From an optimization exercise on the open Yosys and OpenROAD flow, aimed at small area, a short achievable clock period and few clock cycles per item; shortcuts taken in it are not production practice.
Function was checked by simulation only, so behaviour that the tests miss may differ from the original.
Power and IR drop assume default switching activity.

<file path="constraint.sdc">
create_clock -name core_clock -period 3.3 [get_ports {clk}]
set_input_delay 0.6600 -clock core_clock [delete_from_list [all_inputs] [get_ports {clk}]]
set_output_delay 0.6600 -clock core_clock [all_outputs]
set_load 0.01 [all_outputs]
</file>
<file path="flow/run.sh">
#!/bin/bash
# Layout: the standard ORFS flow (standard.sh) with these make settings:
#  - ABC maps for a light load (ABC_LOAD_IN_FF=1), so the many small read
#    and write gates come out at drive strength 1; the resizer sizes up the
#    ones on critical paths,
#  - port buffers use buf_4 (the default pick is a delay cell),
#  - the resizer may swap cells across footprints (so it can size those),
#  - CTS without dummy loads and with larger sink clusters than the default (fewer buffers).
# All output goes to flow_make.log in this folder; ORFS keeps its per-step
# logs under orfs/logs.
set -euo pipefail
bash standard.sh \
  "ABC_LOAD_IN_FF=1" \
  "MATCH_CELL_FOOTPRINT=0" \
  "BUFFER_PORTS_ARGS=-buffer_cell sky130_fd_sc_hd__buf_4" \
  "CTS_ARGS=-sink_clustering_enable -repair_clock_nets -dont_use_dummy_load -sink_clustering_size 24 -sink_clustering_max_diameter 80" \
  finish > flow_make.log 2>&1
</file>
<file path="standard.sh">
#!/bin/bash
# synth_recipe.tcl (not shown) runs the flow's synth.tcl, then flattens the netlist and writes it again
# the make line also repeats each setting of config.mk as NAME=value (left out here)
make -C /OpenROAD-flow-scripts/flow DESIGN_CONFIG=/design/flow/config.mk WORK_HOME=/design/flow/orfs CLKGATE_MAP_FILE= SYNTH_SCRIPT=/design/flow/synth_recipe.tcl "${@:-finish}"
</file>
<file path="config.mk">
export PLATFORM = sky130hd
export DESIGN_NAME = instr_mem_fetch
export DESIGN_NICKNAME = instr_mem_fetch
export VERILOG_FILES = /design/flow/design.v
export SDC_FILE = /design/flow/constraint.sdc
export NUM_CORES = 4
export LEC_CHECK = 0
export CAP_MARGIN = 20
export CORE_ASPECT_RATIO = 0.6
export CORE_MARGIN = 2
export CORE_UTILIZATION = 65
export SETUP_SLACK_MARGIN = 1.3
export SLEW_MARGIN = 20
export SYNTH_HIERARCHICAL = 1
export SYNTH_MINIMUM_KEEP_SIZE = 0
</file>
<file path="design.v">
module imf_aoi22 (
  input  logic s0, d0, s1, d1,
  output logic yn
);
  assign yn = ~((s0 & d0) | (s1 & d1));
endmodule
module imf_o21ai (
  input  logic a, b, c,
  output logic y
);
  assign y = ~((a | b) & c);
endmodule
module imf_nand #(
  parameter int N = 4
) (
  input  logic [N-1:0] a,
  output logic         y
);
  assign y = ~(&a);
endmodule
module imf_nor #(
  parameter int N = 2
) (
  input  logic [N-1:0] a,
  output logic         y
);
  assign y = ~(|a);
endmodule
module imf_ao32 (
  input  logic [3:0]  pb,
  input  logic [7:0]  pc,
  input  logic [31:0] d,
  output logic        y
);
  logic [15:0] l1;    
  logic [7:0]  m;     
  logic [3:0]  l3;    
  for (genvar c = 0; c < 8; c++) begin : g_c
    imf_aoi22 u_a (.s0(pb[0]), .d0(d[4*c+0]), .s1(pb[1]), .d1(d[4*c+1]), .yn(l1[2*c]));
    imf_aoi22 u_b (.s0(pb[2]), .d0(d[4*c+2]), .s1(pb[3]), .d1(d[4*c+3]), .yn(l1[2*c+1]));
    imf_nand #(.N(2)) u_m (.a(l1[2*c +: 2]), .y(m[c]));
  end
  for (genvar g = 0; g < 4; g++) begin : g_o
    imf_aoi22 u (.s0(pc[2*g]), .d0(m[2*g]), .s1(pc[2*g+1]), .d1(m[2*g+1]), .yn(l3[g]));
  end
  imf_nand #(.N(4)) u_y (.a(l3), .y(y));
endmodule
module imf_hold #(
  parameter int W = 1
) (
  input  logic         en,
  input  logic [W-1:0] d,
  input  logic [W-1:0] q,
  output logic [W-1:0] y
);
  assign y = en ? d : q;
endmodule
module imf_wmux #(
  parameter int W = 16
) (
  input  logic         we,
  input  logic         hold,
  input  logic [W-1:0] d,
  input  logic [W-1:0] q,
  output logic [W-1:0] y
);
  assign y = ({W{we}} & d) | ({W{hold}} & q);
endmodule
module imf_sel2 #(
  parameter int NA = 4,
  parameter int NB = 8
) (
  input  logic [NA-1:0]    pa,
  input  logic [NB-1:0]    pb,
  output logic [NA*NB-1:0] sel
);
  always_comb begin
    for (int i = 0; i < NA * NB; i++) sel[i] = pa[i % NA] & pb[i / NA];
  end
endmodule
module instr_mem_fetch #(
  parameter int                DATA_W = 16,
  parameter int                ADDR_W = 16,
  parameter int                DEPTH  = 128,
  parameter logic [DATA_W-1:0] NOP    = '0
) (
  input  logic              clk,
  input  logic              rst_n,
  input  logic              ld_start,
  input  logic              ld_valid,
  input  logic [DATA_W-1:0] ld_data,
  input  logic              ld_last,
  output logic              ld_ovf,
  output logic              running,
  input  logic              req_valid,
  input  logic [ADDR_W-1:0] req_addr,
  output logic              req_ready,
  output logic              rsp_valid,
  output logic [DATA_W-1:0] rsp_instr,
  output logic [ADDR_W-1:0] rsp_addr,
  output logic              rsp_err,
  input  logic              rsp_ready
);
  localparam int IDX_W = 7;
  localparam int NL = 4;             
  localparam int NG = DEPTH / NL;    
  logic [DATA_W-1:0] mem [0:DEPTH-1];
  logic running_n;
  assign running_n = rst_n & ~ld_start & (running | (ld_valid & ld_last));
  always_ff @(posedge clk) running <= running_n;
  logic [NL-1:0]     wa;
  logic [NG-1:0]     wg;
  logic              wfull;
  logic              wr_q;
  logic [DATA_W-1:0] wd_q;
  logic              ld_accept;
  logic              mem_we;
  logic              last_slot;
  logic [NL-1:0]     wae;
  logic [NL-1:0]     wae_q;
  logic [DEPTH-1:0]  wsel;
  assign ld_accept = ~running & ld_valid & ~ld_start;
  assign mem_we    = rst_n & ld_accept & ~wfull;
  assign last_slot = wg[NG-1] & (wr_q ? wa[NL-2] : wa[NL-1]);
  always_ff @(posedge clk) begin
    wr_q <= mem_we;
    if (mem_we) wd_q <= ld_data;
  end
  always_ff @(posedge clk)
    wae_q <= {NL{mem_we}} & (wr_q ? {wa[NL-2:0], wa[NL-1]} : wa);
  assign wae = wae_q;
  imf_sel2 #(.NA(NL), .NB(NG)) u_wsel (.pa(wae), .pb(wg), .sel(wsel));
  for (genvar i = 0; i < DEPTH; i++) begin : g_word
    logic [DATA_W-1:0] word_d;
    logic hold;
    assign hold = ~wsel[i];
    for (genvar b = 0; b < DATA_W; b++) begin : g_bit
      imf_wmux #(.W(1)) u_wmux (.we(wsel[i]), .hold(hold), .d(wd_q[b]), .q(mem[i][b]), .y(word_d[b]));
    end
    always_ff @(posedge clk) mem[i] <= word_d;
  end
  always_ff @(posedge clk) begin
    if (!rst_n || ld_start) begin
      wa <= NL'(1);
      wg <= NG'(1);
    end else if (wr_q) begin
      wa <= {wa[NL-2:0], wa[NL-1]};
      if (wa[NL-1]) wg <= {wg[NG-2:0], wg[NG-1]};
    end
  end
  always_ff @(posedge clk) begin
    if (!rst_n || ld_start) begin
      wfull  <= 1'b0;
      ld_ovf <= 1'b0;
    end else if (ld_accept) begin
      if (wfull)          ld_ovf <= 1'b1;
      else if (last_slot) wfull  <= 1'b1;
    end
  end
  localparam int AW = 1 + ADDR_W;              
  logic                s1_v;
  logic [ADDR_W-1:0]   s1_addr;
  logic                s1_err;
  logic [NL-1:0]       s1_lo;                  
  logic [DATA_W-1:0]   s1_word [0:NL-1];       
  logic req_fire;
  logic req_in_range;
  logic [3:0]        pb;
  logic [7:0]        pc;
  logic [NL-1:0]     plo;
  logic [DATA_W-1:0] grp_word [0:NL-1];
  logic rdy_n;
  logic run2_n;
  logic out_en;
  logic s1_en;
  logic s1_v_n;
  logic rsp_valid_n;
  assign out_en       = ~rsp_valid | rsp_ready;
  assign s1_en        = ~s1_v | out_en;
  assign req_fire     = req_valid & ~((run2_n | ~rsp_ready) & rdy_n);
  assign req_in_range = (req_addr[ADDR_W-1:IDX_W] == '0);
  imf_o21ai u_req_ready (.a(run2_n), .b(~rsp_ready), .c(rdy_n), .y(req_ready));
  always_comb begin
    for (int i = 0; i < NL; i++) plo[i] = (req_addr[1:0] == 2'(i));
    for (int i = 0; i < 4; i++)  pb[i]  = (req_addr[3:2] == 2'(i));
    for (int i = 0; i < 8; i++)  pc[i]  = (req_addr[6:4] == 3'(i));
  end
  for (genvar k = 0; k < NL; k++) begin : g_lane
    for (genvar b = 0; b < DATA_W; b++) begin : g_bit
      logic [NG-1:0] col;
      for (genvar j = 0; j < NG; j++) begin : g_w
        assign col[j] = mem[NL*j+k][b];
      end
      imf_ao32 u_ao (.pb(pb), .pc(pc), .d(col), .y(grp_word[k][b]));
    end
  end
  assign s1_v_n      = rst_n & ~ld_start & (s1_en ? req_fire : s1_v);
  assign rsp_valid_n = rst_n & ~ld_start & (out_en ? s1_v : rsp_valid);
  always_ff @(posedge clk) begin
    s1_v      <= s1_v_n;
    rsp_valid <= rsp_valid_n;
    run2_n    <= ~(running_n & running);
    rdy_n     <= ~(running_n & running & ~(s1_v_n & rsp_valid_n));
  end
  always_ff @(posedge clk) begin
    if (req_fire) begin
      s1_addr <= req_addr;
      s1_err  <= ~req_in_range;
      s1_lo   <= plo;
      for (int k = 0; k < NL; k++) s1_word[k] <= grp_word[k];
    end
  end
  logic          sel_q;       
  logic [NL-1:0] sel_lane;    
  assign sel_q    = ~out_en;
  assign sel_lane = s1_lo & {NL{out_en & ~s1_err}};
  logic [DATA_W-1:0] out_instr_d;
  logic [AW-1:0]     out_ae_d;
  for (genvar b = 0; b < DATA_W; b++) begin : g_out
    logic [2:0] t;
    imf_aoi22 u_t0 (.s0(sel_lane[0]), .d0(s1_word[0][b]), .s1(sel_lane[1]), .d1(s1_word[1][b]), .yn(t[0]));
    imf_aoi22 u_t1 (.s0(sel_lane[2]), .d0(s1_word[2][b]), .s1(sel_lane[3]), .d1(s1_word[3][b]), .yn(t[1]));
    imf_nand #(.N(2)) u_t2 (.a({sel_q, rsp_instr[b]}), .y(t[2]));
    imf_nand #(.N(3)) u_t (.a(t), .y(out_instr_d[b]));
  end
  imf_hold #(.W(AW)) u_hold_ae (.en(out_en), .d({s1_err, s1_addr}), .q({rsp_err, rsp_addr}), .y(out_ae_d));
  always_ff @(posedge clk) begin
    rsp_instr           <= out_instr_d;
    {rsp_err, rsp_addr} <= out_ae_d;
  end
endmodule
</file>
==> results of run 1 <==
[cell type report]
cell class	instances	area, um^2
multi-input combinational	4272	32500
inverter	136	574
sequential	2230	45700
tap	1600	2000
fill	8564	32600
clock buffer	102	2550
antenna	15	37.5
timing repair buffer	350	3460
[worst max-delay path: stages]
cell,delay (ns)
buf_4,0.17
nor2b_4,0.16
buf_12,0.14
buf_12,0.20
a22oi_1,0.35
nand2_1,0.15
a22oi_1,0.51
nand4_1,0.15
[modules after synthesis, one instance, submodules excluded, a selection]
module,copies in the design,flops+latches
instr_mem_fetch,1,2230
imf_aoi22,1312,0
imf_o21ai,1,0
[final timing paths]
| path | startpoint | slack (ns) | end |
|---|---|---|---|
| setup reg to reg | wg[8] | 1.21 | mem[32][15] |
| hold reg to reg | s1_addr[7] | 0.48 | rsp_addr[7] |
| hold / removal | ld_data[6] | 0.08 | wd_q[6] |
| setup / recovery | req_addr[2] | 1.17 | s1_word[1][6] |
[Yosys cell counts, drive strengths merged]
master  number  area share (%)
and3         1          0.0080
dfxtp     2129              54
a22o      2048              23
nor3b        3           0.029
mux2        17            0.29
nand2      596             2.9
nor3         3           0.019
nand3b       1          0.0096
o21ai        2           0.013
and2       135             1.2
o211ai       1          0.0096
nor4         1          0.0080
buf         12            0.17
nor2b        7           0.056
nand2b       2           0.025
or3          1           0.014
clkbuf      14           0.086
nor2        18           0.086
o31a         1           0.011
edfxtp     101             3.9
nand3       17            0.11
o21ba        1           0.013
a21oi       36            0.23
mux2i        3           0.038
a22oi     1312              13
and3b        1           0.011
inv        136            0.65
nand4       64            0.51
[registers in the layout (all words and copies together), names as in the netlist, 4 cells and up]
signal / flops
mem: 2048
s1_word: 64
wg: 32
rsp_addr: 16
rsp_instr: 16
s1_addr: 16
wd_q: 16
s1_lo: 4
wa: 4
wae_q: 4
[stage by stage]
stage / worst slack [ns] / total power (uW) / instances / TNS, ns / instance area [um^2]
finish: 1.17 / 43500 / 8705 / 0 / 86800
global route: 1.26 / 44400 / 8691 / 0 / 86800
CTS: 1.28 / 43300 / 8673 / 0 / 86300
detailed placement: 0.475 / 30100 / 8562 / 0 / 83600
global placement: 0.473 / 30100 / 8561 / 0 / 83600
floorplan: -3.96 / 29200 / 6663 / -253.42 / 78600
[repair_timing]
| action | 4_1_cts | 5_1_grt |
|---|---|---|
| pin swaps | 0 | 2 |
| setup buffers | 9 | 15 |
| endpoints found under the setup margin | 617 | 508 |
| gates cloned | 0 | 2 |
| gates resized for setup | 44 | 65 |
[where the power goes]
| part | internal, uW | switching (uW) |
|---|---|---|
| Sequential | 27500 | 265 |
| Clock | 5530 | 8340 |
| Combinational | 571 | 1290 |
| Total | 33600 | 9890 |
[cells by family (layout without fill, tap and decap cells)]
group	after synthesis	after routing	synth area share, %
AO/OA/AOI/OAI	3401	3401	35.7
buffers and inverters	162	588	0.906
flip-flops	2230	2230	58.1
multiplexers	20	20	0.330
other	0	15	0
AND/OR/NAND/NOR	850	851	4.98
[layer usage]
metal	vias to the layer above	routed length, um	global-route usage [%]
met1	33000	113000	64.4
met2	5396	112000	58.1
met4	24	11300	16.0
met3	674	44100	14.7
met5	-	135	0
li1	27900	-	-
[cells in the final DEF, fill, tap and decap left out, types with 17 or more instances in the layout]
cell           n
edfxtp_1     101
buf_12        62
clkinvlp_4    17
nand2_2       23
a21oi_1       36
and2_1        61
nand4_1       64
nand2_1      573
buf_4        281
and2_2        62
dfxtp_1     2098
a22o_1      2048
dfxtp_2       27
a22oi_2       33
nand3_1       17
a22oi_1     1279
inv_1        119
clkbuf_16    103
==> impl_metrics.yaml, run 1 <==
worst_setup_path:
  ff2ff_path_depth: 4
  cp-end-kind: "register"
  cp.required_ns: 3.78
  crit_arrival_ns: 2.62
  crit_fanout: 89
  critPathKind: "primary input to register"
  critPathLaunchType: "primary input"
synthesis:
  yosysSeqAreaShare_pct: 58.1
  synth_cell_types: 39
  postSynthCellCount: 6663
  syn_area_mm2: 0.0785
  ys_ff_latch: 2230
  synth_nets: 6702
  yosys_warnings: 13
  avgSynthCellArea_um2: 11.8
hold_path:
  min_path_cells: 1
  hold_path.class: "primary input to register"
final_layout:
  drive_gt1_share_pct: 9.38
  final_nets: 7131
  post-route-util_pct: 72.7
  area_delta_synth_final_pct: 10.5
cts:
  cts_hold_buf: 0
  clk_pin_slew_ns: 0.09
  htree_levels: 3
  cts_num_sinks: 2230
  clock_path_buffers: 3
  clk_latency_ns: 0.76
  cts_buffers: 102
  cts-root-buf: "clkbuf_16"
  cts_tree: "done"
drt:
  drtPass1Iterations: 9
  dr.first_iter.drc_count: 11900
  vias_per_cell: 7.70
  wl_um: 280000
  wire_per_inst_um: 32.2
  drc: 0
  ant_nets: 0
  vias: 67000
grt:
  grt_pass1_wl_um: 412000
  antenna_found_initial: 18
  grt_pass1_vias: 61500
  grt_max_degree: 129
  grt_use_total_pct: 43.5
  grt-ovfl-total: 0
floorplan:
  die_w_um: 453
  ios: 76
  core-area_mm2: 0.119
  die_area_mm2: 0.124
  initial_core_util_pct: 65.8
  std_cell_rows: 98
  die_h_um: 273
place:
  portBuffers: 75
  hpwl_um: 167000
  gp_congestion: 0.991
outcome:
  status: "timing/DRC/antenna clean"
job:
  drv_cap: 0
sta:
  rsz0062_at_grt: "true"
  finalCritPeriodShare_pct: 64.6
  clock.fmax_mhz: 469
  finalSetupViolCount: 0
  final-max-slew-violation-count: 0
  fin_crit_ns: 2.13
  holdWs_ns: 0.0813
  worst_slew_pin_slew_ns: 1.08
  clock_skew_ns: 0.0303
  finalHoldViolCount: 0
  slew_headroom_pct: 27.9
pwr:
  vdd_ir_drop_max_mv: 0.412
  power_density_mw_per_mm2: 501
  p_leak_uw: 0.0342
Testbench counts, summed over its fixed seeds: cycles 29,206, items 24,000.
==> run 2: changes to the inputs <==
--- a/config.mk
+++ b/config.mk
@@ -6,9 +6,8 @@
 export NUM_CORES = 4
 export LEC_CHECK = 0
 export CAP_MARGIN = 20
-export CORE_ASPECT_RATIO = 0.6
 export CORE_MARGIN = 2
-export CORE_UTILIZATION = 65
+export CORE_UTILIZATION = 68
 export SETUP_SLACK_MARGIN = 1.3
 export SLEW_MARGIN = 20
 export SYNTH_HIERARCHICAL = 1
==> run 2 against run 1 <==
  * Sequential cell count did not move
  * Combinational power barely moved
  * Core utilization rose by 3.0 points
  * Critical path depth did not move
  * Highest routed layer unchanged
  * Fmax rose by 0.50%
  * Non-clock buffer count fell by 2
  * Final cell count fell by 1.0%
  * Largest power group unchanged
==> impl_metrics.yaml, run 2 <==
drt:
  wl_um: 270000
  ant_nets: 0
  wire_per_inst_um: 31.4
  drc: 0
  dr.first_iter.drc_count: 10700
  vias_per_cell: 7.69
  vias: 66300
  drtPass1Iterations: 10
synthesis:
  yosysTopAreaCell: "dfxtp_1"
  synth_cell_types: 39
  synth_nets: 6702
  synth_mux_area_share_pct: 0.330
  synth_compound_area_share_pct: 35.7
  synth_top_family_by_area: "compound AO/OA/AOI/OAI gates"
  synth_edf_count: 101
  synth.most_common_cell: "dfxtp_1"
  yosys_warnings: 13
  synth_area_leaders: "dfxtp_1, a22o_1, a22oi_1"
  yosys-top-cells-count: "dfxtp_1, a22o_1, a22oi_1"
  synth_xor_area_share_pct: 0
  synthSimpleGateAreaFrac_pct: 4.98
  synthArstFlopShare_pct: 0
  postSynthCellCount: 6663
  syn_area_mm2: 0.0785
  avgSynthCellArea_um2: 11.8
  synthAdderAreaFrac_pct: 0
  yosysSeqAreaShare_pct: 58.1
  synth_top_area_share_pct: 54.3
  ys_ff_latch: 2230
  ys.flop_type: "dfxtp_1"
grt:
  grt-ovfl-total: 0
  antenna_found_initial: 12
  grt_use_total_pct: 43.7
  grt_max_degree: 129
  grt_pass1_vias: 60800
  grt_pass1_wl_um: 396000
sta:
  finalHoldViolCount: 0
  tns_ns: 0
  finalSetupViolCount: 0
  final-max-slew-violation-count: 0
  clock.fmax_mhz: 471
  fin_crit_ns: 2.12
  finalCritPeriodShare_pct: 64.3
  worst_slew_pin_slew_ns: 1.12
  holdWs_ns: 0.0993
  rsz0062_at_grt: "true"
  clock_skew_ns: 0.0384
  slew_headroom_pct: 25.0
outcome:
  status: "timing/DRC/antenna clean"
place:
  portBuffers: 75
  gp_congestion: 0.943
  hpwl_um: 164000
floorplan:
  core-area_mm2: 0.115
  die_w_um: 344
  initial_core_util_pct: 68.6
  ios: 76
  die_area_mm2: 0.118
  std_cell_rows: 124
  die_h_um: 344
worst_setup_path:
  crit_fanout: 61
  critPathKind: "primary input to register"
  timing.rr.end: "mem[86][14]"
  cp.required_ns: 3.77
  ff2ff_path_depth: 3
  critPathLaunchType: "primary input"
  crit_arrival_ns: 2.59
  ff2ff_setup_slack_ns: 1.24
  r2r-start: "wg[21]"
  cp-end-kind: "register"
final_layout:
  final_common_cell: "dfxtp_1"
  area_delta_synth_final_pct: 10.3
  largest_reg_flops: 2048
  largestRegisters: "mem x2048, s1_word x64, wg x32"
  layout_common_cells: "dfxtp_1, a22o_1, a22oi_1"
  final_nets: 7130
  top_register: "mem"
  drive_gt1_share_pct: 9.03
hold_path:
  min_path_cells: 1
  holdPathEnd: "wd_q[12]"
  hp-start: "ld_data[12]"
  hold_path.class: "primary input to register"
cts:
  clk_latency_ns: 0.74
  htree_levels: 3
  cts_tree: "done"
  cts_hold_buf: 0
  clock_path_buffers: 3
  cts-root-buf: "clkbuf_16"
  clk_pin_slew_ns: 0.09
  cts_buffers: 103
  cts_num_sinks: 2230
pwr:
  vdd_ir_drop_max_mv: 0.529
  p_leak_uw: 0.0342
  power_density_mw_per_mm2: 502
job:
  drv_cap: 0
-- run 2: cell counts after synthesis --
Identical to the previous run, type by type.
-- run 2: Yosys stat by module, one instance, submodules excluded, excerpt --
module / cell area (um^2) / cells inside / flops+latches
instr_mem_fetch: 47100 / 2535 / 2230
imf_aoi22: 7.51 / 1 / 0
imf_o21ai: 5.00 / 1 / 0
-- run 2: through the flow --
| step | area [um^2] | setup slack [ns] | instances | utilization, % | total power [uW] |
|---|---|---|---|---|---|
| 6_report | 86600 | 1.18 | 8618 | 75.7 | 43500 |
| 5_1_grt | 86600 | 1.22 | 8603 | 75.6 | 44400 |
| 4_1_cts | 86400 | 1.30 | 8597 | 75.4 | 43300 |
| 3_5_place_dp | 83600 | 0.495 | 8484 | 73.0 | 30100 |
| 3_3_place_gp | 83600 | 0.506 | 8484 | 73.0 | 30100 |
| 2_1_floorplan | 78600 | -3.96 | 6663 | - | 29200 |
-- run 2: worst max path at each step --
stage                start              to  slack [ns]  depth (start not counted)
5_1_grt        req_addr[2]  s1_word[1][14]        1.22                          8
3_5_place_dp   req_addr[3]   s1_word[1][7]        0.49                          7
4_1_cts          rsp_valid    rsp_addr[11]        1.30                          4
3_3_place_gp   req_addr[3]   s1_word[1][7]        0.51                          7
2_1_floorplan  req_addr[3]  s1_word[0][10]       -3.96                          5
6_report       req_addr[2]  s1_word[3][12]        1.18                          8
-- run 2: cells by family (layout without fill, tap and decap cells) --
| family | after synthesis | count (layout) |
|---|---|---|
| buffers and inverters | 162 | 587 |
| and+or+nand+nor | 850 | 851 |
| AOI/OAI and AO/OA | 3401 | 3401 |
| other | 0 | 17 |
| muxes | 20 | 20 |
| DFF | 2230 | 2230 |
-- run 2: per-layer routing --
| metal | vias to the layer above | wire [um] | global-route usage [%] |
|---|---|---|---|
| met3 | 717 | 36500 | 11.0 |
| li1 | 27900 | - | - |
| met1 | 32700 | 105000 | 61.8 |
| met5 | - | 90 | 0 |
| met4 | 12 | 13700 | 20.4 |
| met2 | 4927 | 115000 | 62.8 |
-- run 2: where the power goes --
group          total [uW]  leakage, uW  switching, uW  internal (uW)
clock               13900      0.00127           8300           5570
sequential          27800       0.0181            265          27500
combinational        1850       0.0148           1270            581
-- run 2: final cells by class --
class                           count  area [um^2]
Multi-Input combinational cell   4272        32400
Sequential cell                  2230        45700
Fill cell                        7874        27900
Timing Repair Buffer              348         3440
Inverter                          136          529
Tap cell                         1512         1890
Clock buffer                      103         2580
Antenna cell                       17         42.5
-- run 2: what timing repair did --
action / 4_1_cts / 5_1_grt
gates cloned: 0 / 1
pin swaps: 0 / 0
setup endpoints to repair: 685 / 373
gates resized for setup: 40 / 58
setup buffers: 10 / 2
-- run 2: critical path, cell delays in order --
cell and delay (ns):
buf_4 0.18, nor2b_4 0.15, buf_12 0.16, buf_12 0.22
a22oi_1 0.40, nand2_1 0.11, a22oi_1 0.48, nand4_1 0.17
==> run 3: changes to the inputs <==
--- a/config.mk
+++ b/config.mk
@@ -7,8 +7,8 @@
 export LEC_CHECK = 0
 export CAP_MARGIN = 20
 export CORE_MARGIN = 2
-export CORE_UTILIZATION = 68
-export SETUP_SLACK_MARGIN = 1.3
+export CORE_UTILIZATION = 65
+export SETUP_SLACK_MARGIN = 1.2
 export SLEW_MARGIN = 20
 export SYNTH_HIERARCHICAL = 1
 export SYNTH_MINIMUM_KEEP_SIZE = 0
==> run 3 against run 2 <==
  * Hold slack worse by 0.011 ns
  * Critical path depth shrank 5
  * Core utilization is 3.3 points lower
  * Global-route usage down 0.83 points
  * Power grew 0.22%
  * Critical endpoint is now mem[65][5]
  * Highest routed layer unchanged
==> impl_metrics.yaml, run 3 <==
final_layout:
  final_nets: 7137
  final_cell_area_mm2: 0.0868
  largest_reg_flops: 2048
  top_register: "mem"
  layout_common_cells: "dfxtp_1, a22o_1, a22oi_1"
  drive_gt1_share_pct: 8.82
  area_delta_synth_final_pct: 10.5
  largestRegisters: "mem x2048, s1_word x64, wg x32"
  post-route-util_pct: 72.4
  final_common_cell: "dfxtp_1"
  fill_cells: 8709
worst_setup_path:
  timing.rr.end: "mem[65][5]"
  cp.required_ns: 3.94
  critPathLaunchType: "register"
  r2r-start: "wg[16]"
  ff2ff_path_depth: 3
  ff2ff_setup_slack_ns: 1.16
  crit_arrival_ns: 2.78
  critPathKind: "register to register"
  cp-end-kind: "register"
  crit_fanout: 17
drt:
  vias_per_cell: 7.57
  drtPass1Iterations: 7
  drc: 0
  dr.first_iter.drc_count: 10700
  wire_per_inst_um: 31.6
  vias: 66100
  ant_nets: 0
  wl_um: 275000
job:
  drv_cap: 0
synthesis:
  yosys_warnings: 13
  synth.most_common_cell: "dfxtp_1"
  ys.flop_type: "dfxtp_1"
  synthArstFlopShare_pct: 0
  avgSynthCellArea_um2: 11.8
  yosys-top-cells-count: "dfxtp_1, a22o_1, a22oi_1"
  synth_cell_types: 39
  synth_area_leaders: "dfxtp_1, a22o_1, a22oi_1"
  ys_ff_latch: 2230
  synth_edf_count: 101
  yosysTopAreaCell: "dfxtp_1"
  syn_area_mm2: 0.0785
  synth_nets: 6702
  synth_top_area_share_pct: 54.3
  postSynthCellCount: 6663
  yosysSeqAreaShare_pct: 58.1
cts:
  cts_buffers: 104
  htree_levels: 3
  cts_tree: "done"
  cts_num_sinks: 2230
  clk_pin_slew_ns: 0.10
  cts_hold_buf: 0
  clk_latency_ns: 0.76
  cts-root-buf: "clkbuf_16"
  clock_path_buffers: 3
place:
  hpwl_um: 166000
  portBuffers: 75
  postPlaceCellArea_mm2: 0.0839
  gp_congestion: 0.969
sta:
  clock.fmax_mhz: 467
  final-max-slew-violation-count: 0
  tns_ns: 0
  rsz0062_at_grt: "true"
  finalHoldViolCount: 0
  clock_skew_ns: 0.0508
  holdWs_ns: 0.0878
  finalSetupViolCount: 0
  finalCritPeriodShare_pct: 64.9
  worst_slew_pin_slew_ns: 1.15
  slew_headroom_pct: 23.6
  fin_crit_ns: 2.14
grt:
  grt_pass1_vias: 60800
  grtUsageMet3_pct: 10.1
  grt_pass1_wl_um: 403000
  top_usage_layer: "met2"
  grt_use_total_pct: 42.8
  grt.met2_usage_pct: 61.9
  grt-ovfl-total: 0
  antenna_found_initial: 22
  grt_max_degree: 129
  grt_use_met1_pct: 59.8
floorplan:
  initial_core_util_pct: 65.5
  die_w_um: 352
  std_cell_rows: 127
  core-area_mm2: 0.120
  die_area_mm2: 0.124
  ios: 76
  die_h_um: 352
hold_path:
  hold_path.class: "primary input to register"
  holdPathEnd: "wd_q[8]"
  min_path_cells: 1
  hp-start: "ld_data[8]"
pwr:
  vdd_ir_drop_max_mv: 0.545
  p_leak_uw: 0.0342
  p_total_uw: 43600
  power_density_mw_per_mm2: 502
outcome:
  status: "timing/DRC/antenna clean"
==> run 3: cell counts after synthesis <==
Identical to the previous run, type by type.
==> run 3: what timing repair did <==
item | 4_1_cts | 5_1_grt
gates cloned | 1 | 0
setup buffers | 4 | 8
gates resized for setup | 25 | 26
endpoints found under the setup margin | 431 | 200
pin swaps | 1 | 3
==> run 3: cell type report <==
| class | count | area (um^2) | share of cell area [%] |
|---|---|---|---|
| inverters | 136 | 522 | 0.601 |
| diodes | 17 | 42.5 | 0.0490 |
| flip-flops and latches | 2230 | 45700 | 52.6 |
| repair buffers | 354 | 3570 | 4.12 |
| well taps | 1612 | 2020 | 2.32 |
| clock buffers | 104 | 2600 | 3.00 |
| multi-input cells | 4272 | 32400 | 37.3 |
==> run 3: logic make-up after synthesis <==
group | synth area share, %
AOI/OAI and AO/OA | 35.7
buffers and inverters | 0.906
DFF | 58.1
muxes | 0.330
and+or+nand+nor | 4.98
==> run 3: how the worst max path moves through the flow <==
stage                startpoint        endpoint  slack, ns  depth (start not counted)
global placement    req_addr[2]   s1_word[0][6]       0.30                          8
CTS                 req_addr[3]  s1_word[1][12]       1.21                          8
finish                   wg[16]      mem[65][5]       1.16                          3
detailed placement  req_addr[3]   s1_word[0][6]       0.27                          8
floorplan           req_addr[3]  s1_word[0][10]      -3.96                          5
global route           wae_q[0]      mem[88][4]       1.20                          4
==> run 3: per-module statistics from Yosys (local to each module, per instance), excerpt <==
module           area (um^2)  times used  flip-flops and latches
imf_o21ai               5.00           1                       0
instr_mem_fetch        47100           1                    2230
imf_aoi22               7.51        1312                       0
==> run 3: power by group <==
part / total [uW] / switching (uW) / internal, uW
Sequential: 27800 / 271 / 27500
Combinational: 1860 / 1270 / 590
Clock: 14000 / 8330 / 5630
==> run 3: stage by stage <==
stage	cells	setup WS (ns)
final	8725	1.16
after global routing	8709	1.20
after CTS	8700	1.21
after detailed placement	8591	0.267
after global placement	8591	0.302
after floorplan	6663	-3.96
==> run 3: layer usage <==
| layer | vias to the layer above | routed length [um] | part of all wire, % |
|---|---|---|---|
| li1 | 28000 | - | - |
| met1 | 32700 | 108000 | 39 |
| met2 | 4567 | 117000 | 43 |
| met3 | 775 | 33400 | 12 |
| met4 | 18 | 16200 | 5.9 |
| met5 | - | 124 | 0.045 |
==> run 3: critical path: stages, from the launching register on <==
cell and delay (ns):
dfxtp_1 0.81, and2_2 0.52, inv_1 0.38, a22o_1 0.32
==> run 4: changes to the inputs <==
--- a/config.mk
+++ b/config.mk
@@ -8,7 +8,7 @@
 export CAP_MARGIN = 20
 export CORE_MARGIN = 2
 export CORE_UTILIZATION = 65
-export SETUP_SLACK_MARGIN = 1.2
+export SETUP_SLACK_MARGIN = 1.4
 export SLEW_MARGIN = 20
 export SYNTH_HIERARCHICAL = 1
 export SYNTH_MINIMUM_KEEP_SIZE = 0
==> run 4 against run 3 <==
  * Clock power about the same
  * Largest power group unchanged
  * Power increased by 0.13%
  * Sequential cell count stayed put
  * Highest routed layer unchanged
  * Sequential share of layout area is 0.49 points lower
==> impl_metrics.yaml, run 4 <==
hold_path:
  hold_path.class: "primary input to register"
  hp-start: "ld_data[8]"
  holdPathEnd: "wd_q[8]"
  min_path_cells: 1
synthesis:
  synth_area_leaders: "dfxtp_1, a22o_1, a22oi_1"
  yosys_warnings: 13
  yosys-top-cells-count: "dfxtp_1, a22o_1, a22oi_1"
  synth.most_common_cell: "dfxtp_1"
  synth_cell_types: 39
  avgSynthCellArea_um2: 11.8
  syn_area_mm2: 0.0785
  synth_edf_count: 101
  postSynthCellCount: 6663
  yosysTopAreaCell: "dfxtp_1"
  yosysSeqAreaShare_pct: 58.1
  synth_nets: 6702
  synthArstFlopShare_pct: 0
  ys.flop_type: "dfxtp_1"
  synth_top_area_share_pct: 54.3
  ys_ff_latch: 2230
worst_setup_path:
  critPathLaunchType: "register"
  r2r-start: "wae_q[0]"
  crit_arrival_ns: 1.32
  crit_fanout: 2
  critPathTopFamily: "flip-flops"
  ff2ff_setup_slack_ns: 1.37
  worst-path-stages: 1
  timing.rr.end: "mem[92][15]"
  crit_path_top_delay_cell: "dfxtp_4"
  cp.required_ns: 2.64
  ff2ff_path_depth: 5
  slowest_delay_ns: 0.44
  worstPathCellList: "buf_6"
  cp_num_buf_inv: 1
  cp-end-kind: "output port"
  critPathKind: "register to output port"
grt:
  grt_use_total_pct: 42.9
  grt_pass1_vias: 60900
  grt_max_degree: 129
  antenna_found_initial: 11
  grt-ovfl-total: 0
  grt_pass1_wl_um: 404000
final_layout:
  final_nets: 7166
  top_register: "mem"
  area_delta_synth_final_pct: 11.8
  post-route-util_pct: 73.2
  layout_common_cells: "dfxtp_1, a22o_1, a22oi_1"
  final_common_cell: "dfxtp_1"
  largestRegisters: "mem x2048, s1_word x64, wg x32"
  final_cell_area_mm2: 0.0878
  largest_reg_flops: 2048
  drive_gt1_share_pct: 10.7
cts:
  cts-root-buf: "clkbuf_16"
  cts_num_sinks: 2230
  cts_buffers: 104
  clock_path_buffers: 3
  cts_tree: "done"
  clk_pin_slew_ns: 0.09
  htree_levels: 3
  clk_latency_ns: 0.76
place:
  hpwl_um: 166000
  postPlaceCellArea_mm2: 0.0839
  portBuffers: 75
  gp_congestion: 0.969
drt:
  dr.first_iter.drc_count: 10500
  ant_nets: 0
  vias: 66300
  wire_per_inst_um: 31.6
  drc: 0
  drtPass1Iterations: 9
  vias_per_cell: 7.58
  wl_um: 277000
sta:
  finalHoldViolCount: 0
  finalCritPeriodShare_pct: 60.0
  finalSetupViolCount: 0
  clock_skew_ns: 0.0570
  slew_headroom_pct: 24.2
  final-max-slew-violation-count: 0
  fin_crit_ns: 1.98
  worst_slew_pin_slew_ns: 1.14
  clock.fmax_mhz: 505
  rsz0062_at_grt: "true"
floorplan:
  die_h_um: 352
  die_w_um: 352
  ios: 76
  initial_core_util_pct: 65.5
  die_area_mm2: 0.124
  core-area_mm2: 0.120
  std_cell_rows: 127
job:
  drv_cap: 0
outcome:
  status: "timing/DRC/antenna clean"
pwr:
  power_density_mw_per_mm2: 497
  p_leak_uw: 0.0345
  vdd_ir_drop_max_mv: 0.546
==> run 4: cell counts after synthesis <==
Identical to the previous run, type by type.
==> run 4: repair_timing <==
item | in CTS | in global routing
resized for setup | 152 | 90
gates cloned | 1 | 2
endpoints found under the hold margin | 0 | 0
hold buffers | 0 | 0
buffers inserted | 18 | 21
setup endpoints to repair | 1132 | 483
pin swaps | 2 | 4
==> run 4: layer usage <==
metal  GRT usage [%]  wire length, um
met1            59.8           107000
met3            10.2            35600
met5               0               43
met2            62.0           118000
met4            22.5            16100
==> run 4: modules after synthesis, one instance, submodules excluded, a selection <==
module	flip-flops and latches	times used	area (um^2)	cells inside
imf_aoi22	0	1312	7.51	1
instr_mem_fetch	2230	1	47100	2535
imf_o21ai	0	1	5.00	1
==> run 4: kinds of logic after synthesis <==
family / share of synthesized area [%]
AO/OA/AOI/OAI: 35.7
buffers and inverters: 0.906
flip-flops: 58.1
multiplexers: 0.330
AND/OR/NAND/NOR: 4.98
==> run 4: cell type report <==
| type | instances | area, um^2 |
|---|---|---|
| tap | 1612 | 2020 |
| fill | 8560 | 32200 |
| sequential | 2230 | 45800 |
| clock buffer | 104 | 2600 |
| multi-input combinational | 4272 | 32700 |
| antenna | 12 | 30.0 |
| inverter | 136 | 567 |
| timing repair buffer | 383 | 4140 |
==> run 4: worst max-delay path by stage <==
stage / start / endpoint / slack, ns
after floorplan: req_addr[3] / s1_word[0][10] / -3.96
after global placement: req_addr[2] / s1_word[0][6] / 0.30
after detailed placement: req_addr[3] / s1_word[0][6] / 0.27
after CTS: run2_n / req_ready / 1.29
after global routing: run2_n / req_ready / 1.29
final: rsp_instr[15] / rsp_instr[15] / 1.32
==> run 4: power by group <==
part | total [uW] | internal [uW] | switching [uW]
registers | 27800 | 27500 | 270
logic | 1910 | 614 | 1300
clock network | 14000 | 5630 | 8350
total | 43600 | 33700 | 9910
==> run 4: metrics by stage <==
stage / TNS, ns / setup WS (ns) / std cells / power [uW] / hold WS [ns]
floorplan: -253.42 / -3.96 / 6663 / 29200 / 0.438
global placement: 0 / 0.302 / 8591 / 30100 / 0.449
detailed placement: 0 / 0.267 / 8591 / 30100 / 0.453
CTS: 0 / 1.29 / 8714 / 43500 / 0.0539
global route: 0 / 1.29 / 8737 / 44600 / 0.0578
finish: 0 / 1.32 / 8749 / 43600 / 0.0881
==> run 5: changes to the inputs <==
--- a/config.mk
+++ b/config.mk
@@ -8,7 +8,7 @@
 export CAP_MARGIN = 20
 export CORE_MARGIN = 2
 export CORE_UTILIZATION = 65
-export SETUP_SLACK_MARGIN = 1.4
+export SETUP_SLACK_MARGIN = 1.5
 export SLEW_MARGIN = 20
 export SYNTH_HIERARCHICAL = 1
 export SYNTH_MINIMUM_KEEP_SIZE = 0
==> run 5 against run 4 <==
  * Critical endpoint is now rsp_instr[13]
  * Combinational power up 8%
  * Routed wire length grew 1.8%
  * Final cell count up 0.79%
  * Sequential cell count did not move
  * Global-route usage up 0.35 points
  * Sequential share of layout area fell by 0.88 points
  * Synthesized cell count is the same
  * Worst setup slack better by 0.013 ns
==> impl_metrics.yaml, run 5 <==
floorplan:
  die_h_um: 352
  ios: 76
  std_cell_rows: 127
  initial_core_util_pct: 65.5
  die_area_mm2: 0.124
  die_w_um: 352
  core-area_mm2: 0.120
sta:
  slew_headroom_pct: 23.0
  final-max-slew-violation-count: 0
  rsz0062_at_grt: "true"
  clock_skew_ns: 0.0543
  finalHoldViolCount: 0
  worst_slew_pin_slew_ns: 1.16
  fin_crit_ns: 1.97
  finalCritPeriodShare_pct: 59.6
  finalSetupViolCount: 0
  clock.fmax_mhz: 509
drt:
  drc: 0
  vias: 67100
  dr.first_iter.drc_count: 11000
  wire_per_inst_um: 31.9
  vias_per_cell: 7.61
  drtPass1Iterations: 9
  ant_nets: 0
  wl_um: 282000
final_layout:
  drive_gt1_share_pct: 12.8
  largest_reg_flops: 2048
  area_delta_synth_final_pct: 13.7
  largestRegisters: "mem x2048, s1_word x64, wg x32"
  final_common_cell: "dfxtp_1"
  top_register: "mem"
  post-route-util_pct: 74.4
  final_cell_area_mm2: 0.0893
  layout_common_cells: "dfxtp_1, a22o_1, a22oi_1"
  final_nets: 7227
cts:
  htree_levels: 3
  cts-root-buf: "clkbuf_16"
  clk_pin_slew_ns: 0.09
  cts_buffers: 104
  clk_latency_ns: 0.76
  clock_path_buffers: 3
  cts_tree: "done"
  cts_num_sinks: 2230
worst_setup_path:
  crit_fanout: 2
  cp.required_ns: 2.64
  critPathKind: "register to output port"
  critPathTopFamily: "flip-flops"
  ff2ff_path_depth: 3
  critPathLaunchType: "register"
  slowest_delay_ns: 0.44
  crit_path_top_delay_cell: "dfxtp_4"
  cp_num_buf_inv: 1
  worstPathCellList: "buf_6"
  cp-end-kind: "output port"
  crit_arrival_ns: 1.31
  worst-path-stages: 1
outcome:
  status: "timing/DRC/antenna clean"
synthesis:
  syn_area_mm2: 0.0785
  synthArstFlopShare_pct: 0
  ys_ff_latch: 2230
  ys.flop_type: "dfxtp_1"
  synth_cell_types: 39
  yosysSeqAreaShare_pct: 58.1
  yosys_warnings: 13
  postSynthCellCount: 6663
  synth_edf_count: 101
  synth.most_common_cell: "dfxtp_1"
  synth_area_leaders: "dfxtp_1, a22o_1, a22oi_1"
  yosysTopAreaCell: "dfxtp_1"
  yosys-top-cells-count: "dfxtp_1, a22o_1, a22oi_1"
  synth_top_area_share_pct: 54.3
  avgSynthCellArea_um2: 11.8
  synth_nets: 6702
hold_path:
  hold_path.class: "primary input to register"
  min_path_cells: 1
pwr:
  power_density_mw_per_mm2: 491
  p_leak_uw: 0.0350
  vdd_ir_drop_max_mv: 0.548
place:
  hpwl_um: 166000
  portBuffers: 75
  postPlaceCellArea_mm2: 0.0839
  gp_congestion: 0.969
grt:
  antenna_found_initial: 16
  grt_use_total_pct: 43.3
  grt_max_degree: 129
  grt_pass1_wl_um: 407000
  grt-ovfl-total: 0
  grt_pass1_vias: 61400
job:
  drv_cap: 0
-- run 5: routing by layer --
layer	up-vias	wire [um]	global-route usage [%]
met2	4940	121000	62.5
li1	28200	-	-
met4	10	16300	23.2
met3	833	36400	11.0
met5	-	71	0
met1	33100	108000	59.6
-- run 5: power by group --
group          total [uW]  leakage [uW]  internal, uW  switching (uW)
clock               14000       0.00128          5630            8380
combinational        2070        0.0156           704            1360
sequential          27800        0.0181         27500             271
-- run 5: area by class of cell --
cell class,count,area (um^2)
Timing Repair Buffer,444,5190
Tap cell,1612,2020
Inverter,136,597
Clock buffer,104,2600
Sequential cell,2230,45800
Fill cell,8317,30700
Antenna cell,20,50.0
Multi-Input combinational cell,4272,33100
-- run 5: stage by stage --
| step | cells | TNS [ns] | setup WS (ns) | power [uW] | hold slack (ns) |
|---|---|---|---|---|---|
| 6_report | 8818 | 0 | 1.33 | 43800 | 0.0859 |
| 3_3_place_gp | 8591 | 0 | 0.302 | 30100 | 0.449 |
| 2_1_floorplan | 6663 | -253.42 | -3.96 | 29200 | 0.438 |
| 4_1_cts | 8758 | 0 | 1.29 | 43500 | 0.0539 |
| 3_5_place_dp | 8591 | 0 | 0.267 | 30100 | 0.453 |
| 5_1_grt | 8798 | 0 | 1.29 | 44800 | 0.0578 |
-- run 5: kinds of logic (layout without fill, tap and decap cells) --
kind of cell    count (synthesis)  count (layout)  synth area share (%)
compound gates               3401            3401                  35.7
mux                            20              20                 0.330
other cells                     0              20                     0
simple gates                  850             851                  4.98
buf+inv                       162             684                 0.906
flops                        2230            2230                  58.1
-- run 5: modules after synthesis (local to each module, per instance), excerpt --
module / copies in the design / cells / area (um^2) / flops+latches
imf_o21ai: 1 / 1 / 5.00 / 0
instr_mem_fetch: 1 / 2535 / 47100 / 2230
imf_aoi22: 1312 / 1 / 7.51 / 0
-- run 5: final timing paths --
| path | startpoint | endpoint | slack [ns] |
|---|---|---|---|
| hold / removal | ld_data[13] | wd_q[13] | 0.09 |
| setup reg to reg | wg[9] | mem[38][10] | 1.43 |
| hold reg to reg | mem[64][1] | mem[64][1] | 0.48 |
| setup / recovery | rsp_instr[13] | rsp_instr[13] | 1.33 |
-- run 5: what timing repair did --
action,in CTS,in global routing
endpoints found under the setup margin,1413,590
resized for setup,250,125
pin swaps,7,32
cloned,5,16
setup buffers,58,24
hold buffers,0,0
==> run 6: changes to the inputs <==
--- a/config.mk
+++ b/config.mk
@@ -12,3 +12,4 @@
 export SLEW_MARGIN = 20
 export SYNTH_HIERARCHICAL = 1
 export SYNTH_MINIMUM_KEEP_SIZE = 0
+export TNS_END_PERCENT = 20
==> run 6 against run 5 <==
  * Fmax fell by 1.9%
  * First-iteration DRC count is 3.7% lower
  * Power shrank 0.68%
  * Register-to-register slack worse by 0.10 ns
  * Count of clock-buffer cells in the layout decreased by 1
  * Critical path depth grew 7
  * Die area unchanged
  * Still clean
  * Hold slack improved by 0.011 ns
  * Via count fell by 1.3%
  * Sequential cell count did not move
  * Worst setup slack worse by 0.038 ns
==> impl_metrics.yaml, run 6 <==
drt:
  wl_um: 275000
  dr.first_iter.drc_count: 10600
  vias_per_cell: 7.56
  drc: 0
  wire_per_inst_um: 31.3
  ant_nets: 0
  vias: 66200
  drtPass1Iterations: 6
synthesis:
  yosysSeqAreaShare_pct: 58.1
  yosys_warnings: 13
  yosys-top-cells-count: "dfxtp_1, a22o_1, a22oi_1"
  synth_nets: 6702
  ys_ff_latch: 2230
  yosysTopAreaCell: "dfxtp_1"
  synthArstFlopShare_pct: 0
  ys.flop_type: "dfxtp_1"
  synth_area_leaders: "dfxtp_1, a22o_1, a22oi_1"
  avgSynthCellArea_um2: 11.8
  postSynthCellCount: 6663
  synth.most_common_cell: "dfxtp_1"
  synth_edf_count: 101
  synth_cell_types: 39
  synth_top_area_share_pct: 54.3
  syn_area_mm2: 0.0785
sta:
  final-max-slew-violation-count: 0
  final.setup.worst_slack_ns: 1.30
  tns_ns: 0
  clock.fmax_mhz: 499
  holdWs_ns: 0.0973
  finalHoldViolCount: 0
  rsz0062_at_grt: "true"
  slew_headroom_pct: 28.3
  finalCritPeriodShare_pct: 60.7
  clock_skew_ns: 0.0387
  worst_slew_pin_slew_ns: 1.08
  fin_crit_ns: 2.00
  finalSetupViolCount: 0
pwr:
  p_leak_uw: 0.0345
  power_density_mw_per_mm2: 497
  vdd_ir_drop_max_mv: 0.527
final_layout:
  largestRegisters: "mem x2048, s1_word x64, wg x32"
  drive_gt1_share_pct: 10.2
  largest_reg_flops: 2048
  layout_common_cells: "dfxtp_1, a22o_1, a22oi_1"
  final_nets: 7182
  final_common_cell: "dfxtp_1"
  top_register: "mem"
  area_delta_synth_final_pct: 11.5
worst_setup_path:
  ff2ff_setup_slack_ns: 1.33
  timing.rr.end: "mem[117][15]"
  critPathLaunchType: "primary input"
  crit_fanout: 47
  r2r-start: "wg[29]"
  critPathKind: "primary input to register"
  cp.required_ns: 3.74
  cp-end-kind: "register"
  ff2ff_path_depth: 3
  crit_arrival_ns: 2.44
cts:
  htree_levels: 3
  cts-root-buf: "clkbuf_16"
  cts_num_sinks: 2230
  cts_buffers: 103
  clock_path_buffers: 3
  clk_latency_ns: 0.74
  clk_pin_slew_ns: 0.09
  cts_tree: "done"
floorplan:
  core-area_mm2: 0.120
  die_w_um: 352
  initial_core_util_pct: 65.5
  die_h_um: 352
  ios: 76
  std_cell_rows: 127
  die_area_mm2: 0.124
grt:
  grtUsageMet3_pct: 9.57
  grt_use_total_pct: 42.8
  top_usage_layer: "met2"
  grt_pass1_vias: 60900
  grt-ovfl-total: 0
  grt_use_met1_pct: 60.3
  antenna_found_initial: 16
  grt.met2_usage_pct: 62.3
  grt_max_degree: 129
  grt_pass1_wl_um: 404000
hold_path:
  hp-start: "ld_data[0]"
  holdPathEnd: "wd_q[0]"
  min_path_cells: 1
  hold_path.class: "primary input to register"
place:
  portBuffers: 75
  gp_congestion: 0.935
  place_ws_ns: 0.303
  hpwl_um: 168000
outcome:
  status: "timing/DRC/antenna clean"
job:
  drv_cap: 0
## run 6: cell counts after synthesis
Identical to the previous run, type by type.
## run 6: stage by stage
stage / std cells / power [uW] / utilization, % / cell area, um^2
2_1_floorplan: 6663 / 29200 / - / 78600
4_1_cts: 8742 / 43400 / 72.7 / 87200
3_3_place_gp: 8593 / 30100 / 69.9 / 83800
5_1_grt: 8753 / 44500 / 73.0 / 87500
6_report: 8765 / 43500 / 73.0 / 87600
3_5_place_dp: 8594 / 30100 / 69.9 / 83900
## run 6: layout make-up
| type | count | area (um^2) |
|---|---|---|
| inverter | 136 | 597 |
| clock buffer | 103 | 2580 |
| tap | 1612 | 2020 |
| antenna | 12 | 30.0 |
| sequential | 2230 | 45700 |
| fill | 8607 | 32400 |
| timing repair buffer | 400 | 4140 |
| multi-input combinational | 4272 | 32500 |
## run 6: how the worst max path moves through the flow
stage	end	from	slack, ns
5_1_grt	req_ready	run2_n	1.29
3_5_place_dp	s1_word[0][11]	req_addr[2]	0.30
3_3_place_gp	s1_word[0][11]	req_addr[2]	0.29
4_1_cts	req_ready	run2_n	1.29
2_1_floorplan	s1_word[0][10]	req_addr[3]	-3.96
6_report	s1_word[2][11]	req_addr[3]	1.30
## run 6: metal layers
layer	wire length (um)	part of all wire (%)
met1	107000	39
met4	15800	5.8
met2	117000	43
met5	66	0.024
met3	34900	13
## run 6: modules after synthesis, one instance, submodules excluded, excerpt
module | copies in the design | cells | flops+latches | area (um^2)
imf_aoi22 | 1312 | 1 | 0 | 7.51
imf_o21ai | 1 | 1 | 0 | 5.00
instr_mem_fetch | 1 | 2535 | 2230 | 47100
## run 6: cells by family after synthesis
group,after synthesis,synth area share [%]
compound gates,3401,35.7
flops,2230,58.1
simple gates,850,4.98
buf+inv,162,0.906
mux,20,0.330
## run 6: repair_timing
| action | 4_1_cts | 5_1_grt |
|---|---|---|
| hold buffers | 0 | 0 |
| endpoints found under the setup margin | 1299 | 1130 |
| gates cloned | 3 | 0 |
| resized for setup | 109 | 51 |
| setup buffers | 42 | 11 |
| pin swaps | 8 | 3 |
## run 6: power breakdown
| group | total [uW] | internal (uW) | switching [uW] |
|---|---|---|---|
| Clock | 13900 | 5570 | 8300 |
| Sequential | 27800 | 27500 | 267 |
| Combinational | 1900 | 618 | 1280 |
| Total | 43500 | 33700 | 9850 |
## run 6: critical path, cell delays in order
cell and delay [ns]:
buf_8 0.13, nor2b_4 0.15, buf_12 0.18, buf_12 0.22, a22oi_1 0.23, nand2_1 0.07
a22oi_1 0.54, nand4_1 0.18
==> run 7: changes to the inputs <==
--- a/config.mk
+++ b/config.mk
@@ -8,8 +8,7 @@
 export CAP_MARGIN = 20
 export CORE_MARGIN = 2
 export CORE_UTILIZATION = 65
-export SETUP_SLACK_MARGIN = 1.5
+export SETUP_SLACK_MARGIN = 1.6
 export SLEW_MARGIN = 20
 export SYNTH_HIERARCHICAL = 1
 export SYNTH_MINIMUM_KEEP_SIZE = 0
-export TNS_END_PERCENT = 20
==> run 7 against run 6 <==
  * Final cell count up 2.2%
  * Sequential power about the same
  * Combinational power grew 28%
  * First-iteration DRC count up 5.1%
  * Worst setup slack improved by 0.024 ns
  * Sequential share of layout area down 3.1 points
  * Final area up 6.3%
  * Still clean
  * Critical path type is now register to output port
==> impl_metrics.yaml, run 7 <==
outcome:
  status: "timing/DRC/antenna clean"
final_layout:
  top_register: "mem"
  drive_gt1_share_pct: 19.1
  area_delta_synth_final_pct: 18.6
  final_common_cell: "dfxtp_1"
  largest_reg_flops: 2048
  fill_cells: 7728
  final_nets: 7371
  layout_common_cells: "dfxtp_1, a22o_1, a22oi_1"
  largestRegisters: "mem x2048, s1_word x64, wg x32"
  area.sequential_mm2: 0.0458
  post-route-util_pct: 77.6
  multi_input_area_mm2: 0.0346
synthesis:
  synth_cell_types: 39
  synth.most_common_cell: "dfxtp_1"
  avgSynthCellArea_um2: 11.8
  synth_top_area_share_pct: 54.3
  synth_edf_count: 101
  ys.flop_type: "dfxtp_1"
  synth_nets: 6702
  synth_area_leaders: "dfxtp_1, a22o_1, a22oi_1"
  yosysSeqAreaShare_pct: 58.1
  syn_area_mm2: 0.0785
  yosys-top-cells-count: "dfxtp_1, a22o_1, a22oi_1"
  yosysTopAreaCell: "dfxtp_1"
  postSynthCellCount: 6663
  yosys_warnings: 13
  ys_ff_latch: 2230
  synthArstFlopShare_pct: 0
grt:
  grt_pass1_vias: 62800
  grt_use_total_pct: 44.8
  grt_pass1_wl_um: 420000
  grt_max_degree: 129
  antenna_found_initial: 19
  grt-ovfl-total: 0
sta:
  fin_crit_ns: 1.98
  clock.fmax_mhz: 505
  worst_slew_pin_slew_ns: 1.31
  clock_skew_ns: 0.0525
  tns_ns: 0
  rsz0062_at_grt: "true"
  finalSetupViolCount: 0
  slew_headroom_pct: 12.7
  final-max-slew-violation-count: 0
  finalHoldViolCount: 0
  finalCritPeriodShare_pct: 60.0
  final.setup.worst_slack_ns: 1.32
place:
  place_ws_ns: 0.267
  portBuffers: 75
  gp_congestion: 0.969
  hpwl_um: 166000
cts:
  clock_path_buffers: 3
  cts_tree: "done"
  htree_levels: 3
  cts-root-buf: "clkbuf_16"
  cts_num_sinks: 2230
  clk_pin_slew_ns: 0.10
  cts_hold_buf: 0
  cts_buffers: 104
  clk_latency_ns: 0.76
floorplan:
  core-area_mm2: 0.120
  die_area_mm2: 0.124
  ios: 76
  die_h_um: 352
  std_cell_rows: 127
  die_w_um: 352
  initial_core_util_pct: 65.5
drt:
  vias_per_cell: 7.68
  wl_met3_um: 39600
  dr.first_iter.drc_count: 11100
  wl_met2_um: 126000
  wl_um: 297000
  top_layer: "met5"
  ant_nets: 0
  wire_per_inst_um: 33.1
  vias: 68800
  drtPass1Iterations: 8
  drc: 0
  met1_length_um: 111000
worst_setup_path:
  critPathLaunchType: "register"
  cp-end-kind: "output port"
  worstPathCellList: "buf_6"
  cp_num_buf_inv: 1
  cp.required_ns: 2.64
  critPathTopFamily: "flip-flops"
  crit_arrival_ns: 1.32
  slowest_delay_ns: 0.44
  critPathKind: "register to output port"
  crit_path_top_delay_cell: "dfxtp_4"
  crit_fanout: 2
pwr:
  vdd_ir_drop_max_mv: 0.543
  p_leak_uw: 0.0362
  p_total_uw: 44200
  power_density_mw_per_mm2: 475
hold_path:
  hold_path.class: "primary input to register"
job:
  drv_cap: 0
-- run 7: worst paths after layout --
check	start	to	slack (ns)	cells past startpoint
min reg2reg	mem[19][11]	mem[19][11]	0.48	1
min	req_addr[3]	s1_addr[3]	0.09	1
max reg2reg	rsp_valid	rsp_addr[5]	1.40	8
max	rsp_instr[13]	rsp_instr[13]	1.32	1
-- run 7: layout make-up --
| cell class | count | area share, % |
|---|---|---|
| Inverter | 136 | 0.726 |
| Sequential cell | 2230 | 49.2 |
| Timing Repair Buffer | 586 | 7.96 |
| Clock buffer | 104 | 2.79 |
| Antenna cell | 15 | 0.0403 |
| Multi-Input combinational cell | 4274 | 37.2 |
| Tap cell | 1612 | 2.17 |
-- run 7: Yosys stat by module (local to each module, per instance), a selection --
module           times used  flops+latches  cells inside  cell area (um^2)
imf_o21ai                 1              0             1              5.00
imf_aoi22              1312              0             1              7.51
instr_mem_fetch           1           2230          2535             47100
-- run 7: stage by stage --
stage,cells,instance area (um^2),hold WS [ns]
6_report,8957,93100,0.0863
5_1_grt,8943,93100,0.0578
4_1_cts,8852,90100,0.0539
3_5_place_dp,8591,83900,0.453
3_3_place_gp,8591,83900,0.449
2_1_floorplan,6663,78600,0.438
-- run 7: routing by layer --
layer  vias to the layer above  track usage (%)
li1                      28500                -
met1                     33900             60.6
met2                      5360             64.9
met3                      1047             11.9
met4                        16             25.7
met5                         -                0
-- run 7: logic make-up (layout without fill, tap and decap cells) --
| logic type | after synthesis | after routing | synth area share [%] |
|---|---|---|---|
| compound gates | 3401 | 3401 | 35.7 |
| flops | 2230 | 2230 | 58.1 |
| simple gates | 850 | 853 | 4.98 |
| buf+inv | 162 | 826 | 0.906 |
| mux | 20 | 20 | 0.330 |
| other cells | 0 | 15 | 0 |
-- run 7: what timing repair did --
item | CTS | global route
setup endpoints to repair | 1668 | 632
gates cloned | 30 | 40
pin swaps | 62 | 236
setup buffers | 127 | 50
resized for setup | 437 | 378
-- run 7: power by group --
group / switching (uW) / internal, uW
sequential: 284 / 27500
clock: 8420 / 5630
combinational: 1550 / 884
==> run 8: changes to the inputs <==
--- a/config.mk
+++ b/config.mk
@@ -12,3 +12,4 @@
 export SLEW_MARGIN = 20
 export SYNTH_HIERARCHICAL = 1
 export SYNTH_MINIMUM_KEEP_SIZE = 0
+export TNS_END_PERCENT = 20
==> run 8 against run 7 <==
  * Sequential cell count is the same
  * Non-clock buffer count fell by 87
  * Final area is 3.6% lower
  * Global-route usage decreased by 1.8 points
  * Still clean on timing, DRC and antenna
  * First-iteration DRC count down 1.2%
  * Fmax shrank 0.81%
  * Hold slack better by 0.0073 ns
  * Register-to-register slack got worse by 0.09 ns
  * Combinational power fell by about 10%
  * Critical endpoint is now s1_word[0][9]
  * Largest cell class unchanged
  * Clock skew decreased by 0.019 ns
  * Die area did not move
  * Largest power group unchanged
  * Count of clock-buffer cells in the layout is 1 lower
==> impl_metrics.yaml, run 8 <==
final_layout:
  area.sequential_mm2: 0.0458
  drive_gt1_share_pct: 13.0
  final_cell_area_mm2: 0.0898
  layout_common_cells: "dfxtp_1, a22o_1, a22oi_1"
  largestRegisters: "mem x2048, s1_word x64, wg x32"
  multi_input_area_mm2: 0.0329
  fill_cells: 8338
  largest_reg_flops: 2048
  area_delta_synth_final_pct: 14.3
  final_common_cell: "dfxtp_1"
  final_nets: 7282
  post-route-util_pct: 74.8
  top_register: "mem"
drt:
  ant_nets: 0
  drtPass1Iterations: 8
  dr.first_iter.drc_count: 11000
  wl_um: 285000
  vias: 67400
  vias_per_cell: 7.60
  wire_per_inst_um: 32.1
  drc: 0
sta:
  final-max-slew-violation-count: 0
  holdWs_ns: 0.0937
  clock_skew_ns: 0.0338
  finalHoldViolCount: 0
  finalCritPeriodShare_pct: 60.5
  worst_slew_pin_slew_ns: 1.10
  finalSetupViolCount: 0
  slew_headroom_pct: 26.4
  rsz0062_at_grt: "true"
  clock.fmax_mhz: 501
  fin_crit_ns: 2.00
cts:
  cts_buffers: 103
  cts-root-buf: "clkbuf_16"
  clk_latency_ns: 0.74
  clock_path_buffers: 3
  clk_pin_slew_ns: 0.10
  cts_tree: "done"
  cts_num_sinks: 2230
  htree_levels: 3
  cts_hold_buf: 0
synthesis:
  syn_area_mm2: 0.0785
  yosysSeqAreaShare_pct: 58.1
  yosysTopAreaCell: "dfxtp_1"
  synth_area_leaders: "dfxtp_1, a22o_1, a22oi_1"
  postSynthCellCount: 6663
  synth_nets: 6702
  yosys-top-cells-count: "dfxtp_1, a22o_1, a22oi_1"
  synth_cell_types: 39
  ys.flop_type: "dfxtp_1"
  synthArstFlopShare_pct: 0
  synth.most_common_cell: "dfxtp_1"
  synth_edf_count: 101
  yosys_warnings: 13
  avgSynthCellArea_um2: 11.8
  ys_ff_latch: 2230
  synth_top_area_share_pct: 54.3
pwr:
  power_frac_comb_pct: 5.0
  p_int_uw: 33800
  p_leak_uw: 0.0354
  vdd_ir_drop_max_mv: 0.523
  p_total_uw: 43800
  power_density_mw_per_mm2: 488
  pwr-share-clk_pct: 31.7
  p_seq_share_pct: 63.3
  netSwitchingFraction_pct: 22.8
  switchingPower_uw: 10000
worst_setup_path:
  cp.required_ns: 3.74
  crit_arrival_ns: 2.44
  crit_fanout: 15
  crit_path_top_delay_cell: "a22oi_1"
  slowest_delay_ns: 0.50
  r2r-start: "wg[29]"
  ff2ff_path_depth: 3
  critPathKind: "primary input to register"
  cp-end-kind: "register"
  critPathLaunchType: "primary input"
  timing.rr.end: "mem[117][15]"
  ff2ff_setup_slack_ns: 1.31
  worstPathCellList: "buf_12, nor2b_4, buf_12, buf_12, buf_16, a22oi_1, nand2_1, a22oi_1, nand4_1"
  path_common_cell: "buf_12"
grt:
  grt_pass1_wl_um: 406000
  grt_pass1_vias: 61100
  grt-ovfl-total: 0
  grt_max_degree: 129
  grt_use_total_pct: 43.0
  antenna_found_initial: 17
job:
  drv_cap: 0
hold_path:
  hp-start: "ld_data[0]"
  hold_path.class: "primary input to register"
  min_path_cells: 1
  holdPathEnd: "wd_q[0]"
floorplan:
  std_cell_rows: 127
  ios: 76
  die_h_um: 352
  die_area_mm2: 0.124
  initial_core_util_pct: 65.5
  die_w_um: 352
  core-area_mm2: 0.120
outcome:
  status: "timing/DRC/antenna clean"
place:
  hpwl_um: 168000
  gp_congestion: 0.935
  portBuffers: 75
  postPlaceCellArea_mm2: 0.0839
## run 8: cells by family after synthesis
kind of cell | after synthesis | synth area share, %
flip-flops | 2230 | 58.1
AO/OA/AOI/OAI | 3401 | 35.7
multiplexers | 20 | 0.330
buffers and inverters | 162 | 0.906
AND/OR/NAND/NOR | 850 | 4.98
## run 8: worst max-delay path: cells and delay by family
| kind | cells | cell delay, ns |
|---|---|---|
| buf+inv | 4 | 0.55 |
| compound gates | 2 | 0.67 |
| simple gates | 3 | 0.52 |
## run 8: worst max path at each step
stage                      from             end  slack, ns
finish              req_addr[2]   s1_word[0][9]       1.30
global placement    req_addr[2]  s1_word[0][11]       0.29
detailed placement  req_addr[2]  s1_word[0][11]       0.30
floorplan           req_addr[3]  s1_word[0][10]      -3.96
global route             run2_n       req_ready       1.29
CTS                      run2_n       req_ready       1.29
## run 8: cell type report
| type | count | area share, % |
|---|---|---|
| multi-input cells | 4273 | 36.7 |
| well taps | 1612 | 2.25 |
| repair buffers | 499 | 6.46 |
| inverters | 136 | 0.706 |
| flip-flops and latches | 2230 | 51.0 |
| clock buffers | 103 | 2.87 |
| diodes | 18 | 0.0502 |
## run 8: metal layers
layer / wire (um) / share of wire, % / GRT usage (%) / vias to the layer above
li1: - / - / - / 28300
met2: 121000 / 43 / 62.4 / 4893
met3: 36800 / 13 / 9.43 / 795
met4: 17100 / 6.0 / 21.2 / 10
met1: 110000 / 38 / 60.6 / 33500
met5: 62 / 0.022 / 0 / -
## run 8: power by group through the flow
stage                     sequential [uW]  clock [uW]  combinational [uW]
after floorplan                     28400           0                 800
after global placement              28400           0                1720
after detailed placement            28400           0                1760
after CTS                           27700       13900                1850
after global routing                27800       14700                2220
final                               27700       13900                2180
## run 8: modules after synthesis (local to each module, per instance), a selection
module / flip-flops and latches / times used
imf_aoi22: 0 / 1312
instr_mem_fetch: 2230 / 1
imf_o21ai: 0 / 1
## run 8: through the flow
step	setup WS, ns	cells	TNS, ns
after floorplan	-3.96	6663	-253.42
after global routing	1.29	8853	0
after global placement	0.290	8593	0
after detailed placement	0.303	8594	0
after CTS	1.29	8778	0
final	1.30	8871	0
## run 8: what timing repair did
item / in CTS / in global routing
pin swaps: 13 / 47
endpoints found under the setup margin: 1889 / 1500
setup buffers: 76 / 47
gates resized for setup: 161 / 214
gates cloned: 5 / 28

-- re-timing with driven ports --
The results above use ideal ports. As a check the final layouts listed here were re-extracted and re-timed, cells and wires unchanged. Step 1, drivers: a clkbuf_16 drives clk and a buf_2 each remaining input, both assumed. Step 2 moves the port delays by t, midway between the first and last clock arrival at a register: inputs arrive t later, outputs are due t later. That takes back most of the time a late clock gives input paths. Slacks: ideal ports / drivers / drivers and shift; pairs: ideal ports / drivers.
run | shift t [ns] | setup WS [ns] | slew at the worst register clock pin (ns) | worst slew at a driven data input, ns | pins driven straight from the clock port
run 1 | 0.833 | 1.167 / 1.214 / 0.393 | 0.10 / 0.10 | 0.14 | 1
run 2 | 0.804 | 1.177 / 1.227 / 0.430 | 0.10 / 0.10 | 0.05 | 1
run 3 | 0.811 | 1.160 / 1.132 / 0.416 | 0.10 / 0.10 | 0.05 | 1
run 4 | 0.812 | 1.321 / 1.244 / 0.571 | 0.10 / 0.10 | 0.05 | 1
run 5 | 0.814 | 1.335 / 1.255 / 0.579 | 0.10 / 0.10 | 0.08 | 1
run 6 | 0.804 | 1.296 / 1.224 / 0.536 | 0.10 / 0.10 | 0.20 | 1
run 7 | 0.809 | 1.320 / 1.244 / 0.600 | 0.10 / 0.10 | 0.08 | 1
run 8 | 0.806 | 1.304 / 1.266 / 0.535 | 0.10 / 0.10 | 0.21 | 1
After both steps setup and hold are still met in every run listed. The setup slack of run 1, which loses most, moves by +0.047 ns with the drivers and by -0.774 ns with both steps.
